This is an optimization exercise on Yosys and OpenROAD, whose aim is small area and few clock cycles, not a production implementation. Function was checked by simulation only, so behaviour that the tests miss may differ from the original. The flow treats the clock pin as an ideal source, which a real chip does not have. Power and IR drop assume default switching activity.

the baseline:
// sat_bcp_top
module sat_bcp_top (
    input  wire logic        clk,
    input  wire logic        rst_n,
    input  wire logic        cmd_req,
    input  wire logic [41:0] cmd,
    output logic             cmd_ack,
    output logic             res_req,
    output logic [9:0]       res,
    input  wire logic        res_ack
);
clock: 5.0 ns
lec_check: 0
cap_margin: 20
core_margin: 2
core_utilization: 40
slew_margin: 20
run.sh (not shown) runs the stock make flow with config.mk's settings and CLKGATE_MAP_FILE= SYNTH_SCRIPT=/design/flow/synth_recipe.tcl, a recipe that flattens the netlist after the stock synthesis.
Looking at the reports, the baseline completed the entire flow and the layout it produced met the timing, design-rule and antenna checks.
Testbench counts of the baseline, summed over its fixed seeds: cycles 96,000.
Input changes introduced in the candidate (baseline for comparison: the baseline):
- setting ABC_AREA to 1 for the first time
- setting CTS_BUF_LIST to sky130_fd_sc_hd__clkbuf_4 sky130_fd_sc_hd__clkbuf_8 for the first time
==> flow/flow/run.sh (new file) <==
#!/bin/bash
# The standard ORFS layout (the standard.sh, standard synthesis unchanged), with:
#  - port buffers of the smallest buffer cell,
#  - clock tree built from small clock buffers and no dummy loads,
#  - power recovery (downsizing of gates with slack) after global routing.
# Each step's full output is in orfs/logs; standard.sh's own output is in run_standard.log.
set -euo pipefail
export BUFFER_PORTS_ARGS="-buffer_cell sky130_fd_sc_hd__buf_1"
export CTS_ARGS="-sink_clustering_enable -repair_clock_nets -dont_use_dummy_load -buf_list {sky130_fd_sc_hd__clkbuf_4 sky130_fd_sc_hd__clkbuf_8}"
export RECOVER_POWER=100
bash standard.sh > run_standard.log 2>&1
==> flow/standard.sh (new file) <==
#!/bin/bash
# synth_recipe.tcl (not shown) runs the flow's synth.tcl, then flattens the netlist and writes it again
# the make line also repeats each setting of config.mk as NAME=value (left out here)
make -C /OpenROAD-flow-scripts/flow DESIGN_CONFIG=/design/flow/config.mk WORK_HOME=/design/flow/orfs CLKGATE_MAP_FILE= SYNTH_SCRIPT=/design/flow/synth_recipe.tcl "${@:-finish}"
removed: flow/run.sh
## What came out
[the candidate] flow finished | final checks: failed | reasons: max-capacitance violations, max-slew violations. Having completed the whole flow, the baseline delivered a layout that passed the timing, design-rule and antenna checks. When the final numbers for the candidate and the baseline were put side by side, the placed wire-length estimate after detailed placement turned out to be smaller in the candidate. Worst hold slack across all endpoints (the candidate over the baseline): decrease, 0.020 ns. Detailed route, the candidate vs the baseline: via total lower for the candidate. The candidate reports a higher part of the total power dissipated in sequential elements than the baseline does. The candidate vs. the baseline: final standard cell count with taps included and fillers excluded went up by about 8%, number of pins exceeding their max-slew limit in the final report went up by 74. Comparing the candidate and the baseline, the higher average footprint of a synthesized cell was measured on the baseline. The baseline has higher worst endpoint required time than the candidate. Compared with the baseline, in the candidate initial core utilization fell by 0.26 points, die area fell by 1.4%.

---

Another version of the RTL of sat_bcp_top (not shown whole).
For scale: about 1,200 cells after synthesis, roughly 260 flip-flops, about 58 I/O pins, roughly 12,000 um^2 of cells after synthesis.
clock: 5.0 ns
lec_check: 0
abc_area: 1
cap_margin: 20
core_margin: 2
core_utilization: 48
cts_buf_list: sky130_fd_sc_hd__clkbuf_4 sky130_fd_sc_hd__clkbuf_8
slew_margin: 20
standard.sh (not shown) runs the stock make flow with config.mk's settings and CLKGATE_MAP_FILE= SYNTH_SCRIPT=/design/flow/synth_recipe.tcl, a recipe that flattens the netlist after the stock synthesis.
==> flow/flow/run.sh <==
#!/bin/bash
# The standard ORFS layout (the standard.sh, standard synthesis unchanged), with:
#  - port buffers of the smallest buffer cell,
#  - a clock tree with larger sink clusters, clkbuf_8 buffers and no dummy loads.
# Each step's full output is in orfs/logs; standard.sh's own output is in run_standard.log.
set -euo pipefail
export BUFFER_PORTS_ARGS="-buffer_cell sky130_fd_sc_hd__buf_1"
export CTS_ARGS="-sink_clustering_enable -sink_clustering_size 16 -sink_clustering_max_diameter 60 -repair_clock_nets -dont_use_dummy_load -buf_list {sky130_fd_sc_hd__clkbuf_8}"
bash standard.sh > run_standard.log 2>&1
The first run completed with no timing, DRC or antenna violations.
Testbench counts at the start, summed over its fixed seeds: cycles 96,000.
Rerun with:
CORE_UTILIZATION = 55   (was 48)
PLACE_DENSITY = 0.75   (was not set)
What happened: The changed run went through all stages and came out clean. Routed wire length is lower by 4.3%. Fmax is lower by 1.9%. Global-route usage is higher by 2.3 points. Total power is lower by 1.2%. Worst setup slack got worse by 0.088 ns. Utilization is higher by 7.4 points. Design area is lower by 0.69%. First-iteration DRC count is higher by 15%. Hold slack improved by 0.012 ns.
Rerun with:
==> flow/run.sh (new file) <==
#!/bin/bash
# synth_recipe.tcl (not shown) runs the flow's synth.tcl, then flattens the netlist and writes it again
# the make line also repeats each setting of config.mk as NAME=value (left out here)
make -C /OpenROAD-flow-scripts/flow DESIGN_CONFIG=/design/flow/config.mk WORK_HOME=/design/flow/orfs CLKGATE_MAP_FILE= SYNTH_SCRIPT=/design/flow/synth_recipe.tcl finish
CORE_UTILIZATION = 40   (was 55)
PLACE_DENSITY = not set   (was 0.75)
removed: flow/flow/run.sh
removed: flow/standard.sh
Effect: The new run finished with timing, DRC and antenna clean; cell area is higher by 8.8%; hold slack is worse by 0.012 ns; power rises by 15%; clock skew fell by 0.022 ns.
Rerun with:
==> flow/flow/run.sh (new file) <==
#!/bin/bash
# The standard ORFS layout (the standard.sh, standard synthesis unchanged), with:
#  - port buffers of the smallest buffer cell,
#  - a clock tree with larger sink clusters, clkbuf_8 buffers and no dummy loads.
# Each step's full output is in orfs/logs; standard.sh's own output is in run_standard.log.
set -euo pipefail
export BUFFER_PORTS_ARGS="-buffer_cell sky130_fd_sc_hd__buf_1"
export CTS_ARGS="-sink_clustering_enable -sink_clustering_size 16 -sink_clustering_max_diameter 60 -repair_clock_nets -dont_use_dummy_load -buf_list {sky130_fd_sc_hd__clkbuf_8}"
bash standard.sh > run_standard.log 2>&1
==> flow/standard.sh (new file) <==
#!/bin/bash
# synth_recipe.tcl (not shown) runs the flow's synth.tcl, then flattens the netlist and writes it again
# the make line also repeats each setting of config.mk as NAME=value (left out here)
make -C /OpenROAD-flow-scripts/flow DESIGN_CONFIG=/design/flow/config.mk WORK_HOME=/design/flow/orfs CLKGATE_MAP_FILE= SYNTH_SCRIPT=/design/flow/synth_recipe.tcl "${@:-finish}"
CORE_UTILIZATION = 55   (was 40)
removed: flow/run.sh
Outcome:
- utilization climbs by 13 points
- global-route usage climbs by 6.5 points
- hold slack improves by 0.0078 ns
- routed wire length drops by 2.7%
- via count drops by 3.5%
- sequential cell count is unchanged
- cell area drops by 8.1%
- power drops by 13%
Rerun with:
CORE_UTILIZATION = 40   (was 55)
Result:
- worst setup slack gets better by 0.049 ns
- area after synthesis is unchanged
- first-iteration DRC count went up by about a fifth
- non-clock buffer count went up by 10
- core utilization went down by 16 points
- design area went up by a few percent
- clock-buffer cell count went up by 2
- routed wire length went up by a few percent
- cell count went up by a little under a tenth
- hold slack barely changes
Rerun with:
--- a/flow/flow/run.sh
+++ b/flow/flow/run.sh
@@ -4 +4 @@
-#  - a clock tree with larger sink clusters, clkbuf_8 buffers and no dummy loads.
+#  - a clock tree with larger sink clusters, clkbuf_16 buffers and no dummy loads.
@@ -8 +8 @@
-export CTS_ARGS="-sink_clustering_enable -sink_clustering_size 16 -sink_clustering_max_diameter 60 -repair_clock_nets -dont_use_dummy_load -buf_list {sky130_fd_sc_hd__clkbuf_8}"
+export CTS_ARGS="-sink_clustering_enable -sink_clustering_size 30 -sink_clustering_max_diameter 80 -repair_clock_nets -dont_use_dummy_load -buf_list {sky130_fd_sc_hd__clkbuf_16}"
CORE_UTILIZATION = 55   (was 40)
Worst hold slack gets better by 0.0043 ns.
Global-route usage rises by 6.6 points.
First-iteration DRC count went down by 12%.
Cell count falls by about 8%.
Setup slack loses 0.044 ns.

---

== wip/garnet ==
The RTL this note starts from:
==> flow/design.v <==
`default_nettype none
package sat_pkg;
    localparam int LIT_W   = 8;
    localparam int VAR_W   = LIT_W - 1;
    localparam int VAR_MAX = 128;
    localparam int CLA_LEN = 4;
    typedef logic signed [LIT_W-1:0] lit_t;
    typedef lit_t [CLA_LEN-1:0] cla_t;
    typedef enum logic [1:0] {
        UNDEFINED = 2'd0,
        TRUE      = 2'd1,
        FALSE     = 2'd2
    } lit_state_t;
    typedef lit_state_t [CLA_LEN-1:0] state_vec_t;
    typedef enum logic [1:0] {
        CMD_ASSIGN = 2'd0,
        CMD_CLEAR  = 2'd1,
        CMD_EVAL   = 2'd2
    } cmd_op_t;
    typedef struct packed {
        cmd_op_t op;
        lit_t    lit;
        cla_t    cla;
    } bcp_cmd_t;
    typedef enum logic [1:0] {
        SAT        = 2'd0,
        CONFLICT   = 2'd1,
        UNIT       = 2'd2,
        UNRESOLVED = 2'd3
    } cla_status_t;
    typedef struct packed {
        cla_status_t status;
        lit_t        lit;
    } bcp_result_t;
    function automatic logic [VAR_W-1:0] lit_var(input logic [LIT_W-1:0] lit);
        logic [LIT_W-1:0] mag;
        mag = lit[LIT_W-1] ? (~lit + 1'b1) : lit;
        lit_var = mag[VAR_W-1:0];
    endfunction
endpackage
`default_nettype wire
`default_nettype none
module sat_bcp_top (
    input  wire logic        clk,
    input  wire logic        rst_n,
    input  wire logic        cmd_req,
    input  wire logic [41:0] cmd,
    output logic             cmd_ack,
    output logic             res_req,
    output logic [9:0]       res,
    input  wire logic        res_ack
);
    localparam logic [1:0] ST_SAT   = 2'd0;
    localparam logic [1:0] ST_CONF  = 2'd1;
    localparam logic [1:0] ST_UNIT  = 2'd2;
    localparam logic [1:0] ST_UNRES = 2'd3;
    localparam logic [2:0] S_IDLE = 3'd0;
    localparam logic [2:0] S_LIT1 = 3'd1;
    localparam logic [2:0] S_LIT2 = 3'd2;
    localparam logic [2:0] S_LIT3 = 3'd3;
    localparam logic [2:0] S_RDY  = 3'd4;
    logic req_meta, req_sync, ack_meta, ack_sync;
    always_ff @(posedge clk) begin
        if (rst_n) begin
            req_meta <= 1'b0;
            req_sync <= 1'b0;
            ack_meta <= 1'b0;
            ack_sync <= 1'b0;
        end else begin
            req_meta <= cmd_req;
            req_sync <= req_meta;
            ack_meta <= res_ack;
            ack_sync <= ack_meta;
        end
    end
    logic [2:0] step;
    logic [7:0] lit_p;
    logic [7:0] lit_x;
    logic [7:0] lit_y;
    localparam int NGRP = 43;
    localparam logic [4:0] ALLU = 5'b01000;
    logic [NGRP*5-1:0] tbl;
    logic [6:0] pa;
    logic [5:0] grp;
    logic [1:0] pos;
    logic [4:0] gc;
    logic       uu;
    logic [2:0] gd;
    logic [2:0] gv;
    logic       pz;
    logic       rd_def;
    logic       rd_val;
    logic       pu;
    logic       pt;
    assign pa = lit_p[7] ? (~lit_p[6:0] + 7'd1) : lit_p[6:0];
    assign pz = (lit_p == 8'd0);
    always_comb begin
        if (pa[1:0] != 2'd3) begin
            grp = {1'b0, pa[6:2]};
            pos = pa[1:0];
        end else if (pa[3:2] != 2'd3) begin
            grp = 6'd32 + 6'(pa[6:4]);
            pos = pa[3:2];
        end else if (pa[5:4] != 2'd3) begin
            grp = 6'd40 + 6'(pa[6]);
            pos = pa[5:4];
        end else begin
            grp = 6'd42;
            pos = {1'b0, pa[6]};
        end
    end
    logic [NGRP-1:0] gsel;
    always_comb begin
        for (int g = 0; g < NGRP; g++) begin
            gsel[g] = (grp == 6'(g));
        end
    end
    always_comb begin
        gc = '0;
        for (int g = 0; g < NGRP; g++) begin
            gc = gc | (tbl[g*5 +: 5] & {5{gsel[g]}});
        end
    end
    assign uu    = !gc[4] && gc[3];
    assign gd[0] = !uu && (gc[2] || !gc[1]);
    assign gv[0] = gc[0];
    assign gd[1] = !uu && (gc[2] || gc[1]);
    assign gv[1] = gc[2] ? gc[1] : gc[0];
    assign gd[2] = gc[4] || (gc[3] && gc[1]);
    assign gv[2] = gc[4] ? gc[3] : gc[0];
    assign rd_def = pz || gd[pos];
    assign rd_val = !pz && gv[pos];
    assign pu = !rd_def;
    assign pt = rd_def && (rd_val ^ lit_p[7]);
    logic [2:0] nd;
    logic [2:0] nv;
    logic [2:0] pc;
    logic [4:0] wcode;
    always_comb begin
        nd = gd;
        nv = gv;
        nd[pos] = 1'b1;
        nv[pos] = !lit_p[7];
        if (nd[0] && nd[1]) begin
            pc = {1'b1, nv[1], nv[0]};
        end else if (nd[0]) begin
            pc = {2'b00, nv[0]};
        end else begin
            pc = {2'b01, nv[1]};
        end
        if (nd[2] && (nd[0] || nd[1])) begin
            wcode = {1'b1, nv[2], pc};
        end else if (nd[2]) begin
            wcode = {4'b0101, nv[2]};
        end else begin
            wcode = {2'b00, pc};
        end
    end
    function automatic logic [9:0] upd(input logic [9:0] r, input logic u,
                                       input logic t, input logic [7:0] l);
        logic [9:0] n;
        n = r;
        if (r[9:8] != ST_SAT) begin
            if (t) begin
                n = {ST_SAT, 8'd0};
            end else if (u) begin
                if (r[9:8] == ST_CONF) begin
                    n = {ST_UNIT, l};
                end else if (r[9:8] == ST_UNIT) begin
                    n = {ST_UNRES, 8'd0};
                end
            end
        end
        upd = n;
    endfunction
    logic waiting;
    logic is_eval;
    logic res_free;
    logic cap;
    logic wr;
    logic clr;
    logic busy;
    assign busy     = (step == S_LIT1) || (step == S_LIT2) || (step == S_LIT3);
    assign waiting  = req_sync && !cmd_ack;
    assign is_eval  = (cmd[41:40] == 2'd2);
    assign res_free = (step == S_IDLE) && (!res_req || ack_sync);
    assign cap      = waiting && (is_eval ? res_free : !busy);
    assign wr       = cap && (cmd[41:40] == 2'd0);
    assign clr      = rst_n || (cap && (cmd[41:40] == 2'd1));
    always_ff @(posedge clk) begin
        if (rst_n) begin
            cmd_ack <= 1'b0;
            res_req <= 1'b0;
            step    <= S_IDLE;
        end else begin
            if (cap) begin
                cmd_ack <= 1'b1;
            end else if (!req_sync) begin
                cmd_ack <= 1'b0;
            end
            if (res_req && ack_sync) begin
                res_req <= 1'b0;
            end
            case (step)
                S_IDLE: begin
                    if (cap && is_eval) begin
                        step <= S_LIT1;
                    end
                end
                S_LIT1: step <= S_LIT2;
                S_LIT2: step <= S_LIT3;
                default: begin
                    if (!ack_sync) begin
                        res_req <= 1'b1;
                        step    <= S_IDLE;
                    end else begin
                        step    <= S_RDY;
                    end
                end
            endcase
        end
    end
    always_ff @(posedge clk) begin
        if ((cap && is_eval) || busy) begin
            res <= upd(cap ? {ST_CONF, 8'd0} : res, pu, pt, lit_p);
        end
    end
    always_ff @(posedge clk) begin
        if (cap) begin
            lit_p <= cmd[41] ? cmd[15:8] : cmd[39:32];
        end else if (step == S_LIT1 || step == S_LIT2) begin
            lit_p <= lit_x;
        end else begin
            lit_p <= cmd[41] ? cmd[7:0] : cmd[39:32];
        end
        lit_x <= cap ? cmd[23:16] : lit_y;
        lit_y <= cmd[31:24];
    end
    logic [4:0] wcode_q;
    logic       wr_q;
    logic [4:0] wbus;
    always_ff @(posedge clk) begin
        wcode_q <= wcode;
        wr_q    <= wr && !rst_n;
    end
    assign wbus = clr ? ALLU : wcode_q;
    always_ff @(posedge clk) begin
        for (int g = 0; g < NGRP; g++) begin
            if (clr || (wr_q && gsel[g])) begin
                tbl[g*5 +: 5] <= wbus;
            end
        end
    end
endmodule
`default_nettype wire
clock: 5.0 ns
lec_check: 0
cap_margin: 20
core_margin: 2
core_utilization: 40
cts_buf_list: sky130_fd_sc_hd__clkbuf_4 sky130_fd_sc_hd__clkbuf_8
slew_margin: 20
run.sh (not shown) runs the stock make flow with config.mk's settings and CLKGATE_MAP_FILE= SYNTH_SCRIPT=/design/flow/synth_recipe.tcl, a recipe that flattens the netlist after the stock synthesis.
Stock flow here: none of the scripts above is used.
wip/garnet went all the way through synthesis, placement and routing and the layout is clean on timing, DRC and antenna.
Testbench counts of wip/garnet, summed over its fixed seeds: cycles 96,000.
[inputs] wip/raven vs wip/garnet
Settings: putting ABC_AREA at 1 where nothing was set.
==> flow/flow/run.sh (new file) <==
#!/bin/bash
# The standard ORFS layout (the standard.sh, standard synthesis unchanged), with:
#  - port buffers of the smallest buffer cell,
#  - a clock tree built from small clock buffers and no dummy loads,
#  - power recovery (downsizing of gates with slack) after CTS, followed by slew and
#    capacitance repair (post_cts.tcl).
# Each step's full output is in orfs/logs; standard.sh's own output is in run_standard.log.
set -euo pipefail
here=$(cd "$(dirname "$0")" && pwd)
export BUFFER_PORTS_ARGS="-buffer_cell sky130_fd_sc_hd__buf_1"
export CTS_ARGS="-sink_clustering_enable -repair_clock_nets -dont_use_dummy_load -buf_list {sky130_fd_sc_hd__clkbuf_4 sky130_fd_sc_hd__clkbuf_8}"
export POST_CTS_TCL="$here/post_cts.tcl"
bash standard.sh > run_standard.log 2>&1
==> flow/flow/post_cts.tcl (new file) <==
# After CTS and its timing repair: downsize gates that have slack, then repair
# slew and capacitance again so the downsizing leaves no violation behind.
log_cmd estimate_parasitics -placement
log_cmd repair_timing -recover_power 100 -verbose
log_cmd repair_design -slew_margin 20 -cap_margin 20 -verbose
set result [catch { detailed_placement } msg]
if { $result != 0 } {
  error "Detailed placement failed after power recovery: $msg"
}
check_placement -verbose
report_metrics 4 "cts power recovered"
==> flow/standard.sh (new file) <==
#!/bin/bash
# synth_recipe.tcl (not shown) runs the flow's synth.tcl, then flattens the netlist and writes it again
# the make line also repeats each setting of config.mk as NAME=value (left out here)
make -C /OpenROAD-flow-scripts/flow DESIGN_CONFIG=/design/flow/config.mk WORK_HOME=/design/flow/orfs CLKGATE_MAP_FILE= SYNTH_SCRIPT=/design/flow/synth_recipe.tcl "${@:-finish}"
removed: flow/run.sh
### Flow results
- Maximum number of pins on one net before global-route repair up 18 in wip/raven wrt wip/garnet
- Compared to wip/garnet, wip/raven has setup slack 0.20 ns higher.
- As of wip/raven, total of clock buffers placed in the layout had fallen by more than a quarter compared to wip/garnet.
- Compared with wip/garnet, in wip/raven non-clock buffer count saw a decrease, power spent charging and discharging nets saw a decrease, routed wire length saw a decrease.
Input changes introduced in wip/tundra (baseline for comparison: wip/raven):
==> flow/run.sh (new file) <==
#!/bin/bash
# synth_recipe.tcl (not shown) runs the flow's synth.tcl, then flattens the netlist and writes it again
# the make line also repeats each setting of config.mk as NAME=value (left out here)
make -C /OpenROAD-flow-scripts/flow DESIGN_CONFIG=/design/flow/config.mk WORK_HOME=/design/flow/orfs CLKGATE_MAP_FILE= SYNTH_SCRIPT=/design/flow/synth_recipe.tcl finish
removed: flow/flow/run.sh
removed: flow/flow/post_cts.tcl
removed: flow/standard.sh
Results
wip/tundra finished every step from synthesis to the final layout, and the layout passed the timing, design-rule and antenna checks.
Maximum frequency ends up higher on wip/tundra.
Relative to wip/raven, part of the cycle the worst path needs has decreased by 2.9 points in wip/tundra.
Met3 wire length (wip/raven / wip/tundra): 0.939
Net switching power delta for wip/tundra relative to wip/raven: about 2.8% higher
Of wip/tundra and wip/raven, the run reporting the higher logic gate share of total power was wip/raven.
Taking wip/raven as the reference, in wip/tundra overall via count from detail_route flat; global-route usage flat.

## separate check: timing with driven ports
No port has a modelled driver above. Below, the same layouts with a new extraction and two added sets of constraints.
Step 1 assumes that a clkbuf_16 drives the clock port and a buf_2 every other input.
Step 2 also shifts input and output timing later by t, the mid clock arrival at the registers, as if the neighbouring blocks saw the same clock.
Slacks: ideal ports / drivers / drivers and shift; pairs: ideal ports / drivers.
run	t, ns	setup WS [ns]	worst setup path at the end
the baseline	0.606	0.138 / 0.138 / 0.138	register to register
the candidate	0.580	0.569 / 0.569 / 0.218	input to register
the first run of note 2	0.587	0.510 / 0.510 / 0.510	register to register
the second run of note 2	0.570	0.422 / 0.422 / 0.422	register to register
the third run of note 2	0.599	0.611 / 0.611 / 0.611	register to register
the fourth run of note 2	0.562	0.640 / 0.640 / 0.640	register to register
the fifth run of note 2	0.591	0.689 / 0.689 / 0.689	register to register
the sixth run of note 2	0.518	0.645 / 0.645 / 0.645	register to register
wip/garnet	0.610	0.203 / 0.203 / 0.203	register to register
wip/raven	0.572	0.404 / 0.404 / 0.404	register to register
wip/tundra	0.611	0.549 / 0.549 / 0.549	register to register
The setup slack of the candidate, which loses most, moves by 0.000 ns with the drivers and by -0.351 ns with both steps.
